From an optimization exercise on the open Yosys and OpenROAD flow, aimed at small area, a short achievable clock period and few clock cycles; shortcuts taken in it are not production practice. The RTL was checked by simulation tests, not by an equivalence proof against the original design. No activity file was given, so power comes from the tool's default toggle rates.

v16:
Design threshold_point_clustering, start of the top module:
module threshold_point_clustering #(
    parameter int MAX_POINTS = tpc_pkg::MAX_POINTS_DEF,
    parameter int COORD_BITS = tpc_pkg::COORD_BITS_DEF
) (
    input  logic                         aclk,
    input  logic                         aresetn,
    input  logic                         cfg_valid,
    output logic                         cfg_ready,
    input  logic [tpc_pkg::THR_W-1:0]    cfg_data,
    input  logic                         s_valid,
    output logic                         s_ready,
    input  logic [COORD_BITS-1:0]        s_point_x,
    input  logic [COORD_BITS-1:0]        s_point_y,
    input  logic                         s_last_point,
    output logic                         m_valid,
    input  logic                         m_ready,
    output logic [COORD_BITS-1:0]        m_centroid_x,
    output logic [COORD_BITS-1:0]        m_centroid_y,
    output logic [tpc_pkg::MEMBER_W-1:0] m_member_count,
    output logic                         m_last_cluster,
    output logic                         m_overflow
);
Size: roughly 11000 cells after synthesis, ~78 I/O pins, roughly 100000 um^2 of cells after synthesis.
make LEC_CHECK=0 CAP_MARGIN=20 CELL_PAD_IN_SITES_DETAIL_PLACEMENT=2 CELL_PAD_IN_SITES_GLOBAL_PLACEMENT=2 CORE_MARGIN=2 CORE_UTILIZATION=30 CTS_CLUSTER_DIAMETER=100 CTS_CLUSTER_SIZE=20 PLACE_DENSITY=0.4 SETUP_SLACK_MARGIN=1.5 SLEW_MARGIN=20 finish   # period 9.0 ns
run.sh (not shown) runs the stock make flow with config.mk's settings and CLKGATE_MAP_FILE= SYNTH_SCRIPT=/design/flow/synth_recipe.tcl, a recipe that flattens the netlist after the stock synthesis.
Testbench counts of v16, summed over its fixed seeds: cycles 8,730.
diff inputs: v16 => v5
- CELL_PAD_IN_SITES_DETAIL_PLACEMENT now 1, was 2
- PLACE_DENSITY now 0.45, was 0.4
- CTS_CLUSTER_SIZE no longer set, was 20
- CTS_CLUSTER_DIAMETER no longer set, was 100
- SETUP_SLACK_MARGIN now 1.0, was 1.5
- CORE_UTILIZATION now 35, was 30
Results
v5: PASS, flow complete, no timing, DRC or antenna violations. Comparing v16 against v5, there is no change at all in synthesized cell count. Summary — clock transition at the registers of the reported paths, v5 relative to v16: lower, by 0.02 ns. v5 vs v16 — final-layout clock-cell area share rose 3.2 points. Compared v16 against v5; power consumed by sequential cells within noise. Delta (v5 minus v16): post-detailed-placement cell area roughly the same, final non-filler cell total dropped about 3%, power shows an increase of about 5.4%.
The inputs of v40 differ from those of v5 as listed below.
- a change of SETUP_SLACK_MARGIN from 1.0 to 1.5
Notes after the runs:
Between v5 and v40, the difference in cell area after placement is negligible.
Of v5 and v40, the run reporting the higher share of the clock period used by the worst path was v5.
v40 against v5: non-clock buffer count moved up, total CTS buffers fell 3, register bit total from synthesis shows no meaningful change, worst-case headroom to the max-slew limit fell by 6.2 points.
Input-level comparison between v15 and v40:
- changing SETUP_SLACK_MARGIN from 1.5 to 2.5
- changing CORE_UTILIZATION from 35 to 30
- changing CELL_PAD_IN_SITES_DETAIL_PLACEMENT from 1 to 2
- changing PLACE_DENSITY from 0.45 to 0.4
Summary — via count, v15 relative to v40: lower, by 2.1%.
v15 ended up with a lower worst reg-to-reg setup slack than v40 did.
Power per cell area of v40 is on par with v15.
v40 and v15 ended up with nearly the same area of all sequential standard cells.
Looking at worst setup slack after layout, v15 sits 0.38 ns lower than v40 does.
Fraction of met1 tracks used by global routing, v40 and v15: larger value in v40
Cmp v15 vs v40: global-route usage lower in v15
In v15, post-layout minimum cycle time is higher than in v40.
In v15 relative to v40, total power had gone up by a few percent.
Worst endpoint data arrival time (higher): v15
[inputs] v59 vs v15
- a change of SETUP_SLACK_MARGIN from 2.5 to 1.5
## What came out
[compare] base=v15 new=v59: design area has decreased; flip-flop and latch count has remained practically unchanged; final worst slack has increased; number of logic stages on the critical path including buffering has decreased; portion of the layout cell area used by clock cells has increased. v59 ended up with C[13]$_DFF_P_ as its capture point of the critical path; v15 ended up with C[0]$_DFF_P_. The master of the slowest instance on the critical path comes out sky130_fd_sc_hd__o21ai_4 in one run and sky130_fd_sc_hd__fa_2 in the other, namely in v59 and v15 respectively.

## separate check: timing with driven ports
How much do the figures lean on ideal ports? The routed layouts below were timed once more, with nothing changed but the port constraints. Step 1, drivers: a clkbuf_16 drives aclk and a buf_2 each remaining input, both assumed. Step 2 also shifts input and output timing later by t, the mid clock arrival at the registers, as if the neighbouring blocks saw the same clock. Three values: ideal, step 1, step 2; two values: the first two.
run | shift t [ns] | setup WS [ns] | worst hold slack (ns)
v16 | 1.062 | 1.351 / 1.351 / 1.351 | 0.321 / 0.321 / 0.321
v5 | 1.022 | 0.878 / 0.878 / 0.878 | 0.328 / 0.328 / 0.328
v40 | 1.032 | 1.158 / 1.158 / 1.158 | 0.313 / 0.313 / 0.313
v15 | 1.057 | 0.783 / 0.783 / 0.783 | 0.343 / 0.343 / 0.343
v59 | 1.053 | 1.190 / 1.190 / 1.190 | 0.338 / 0.338 / 0.338
After both steps setup and hold are still met in every run listed.
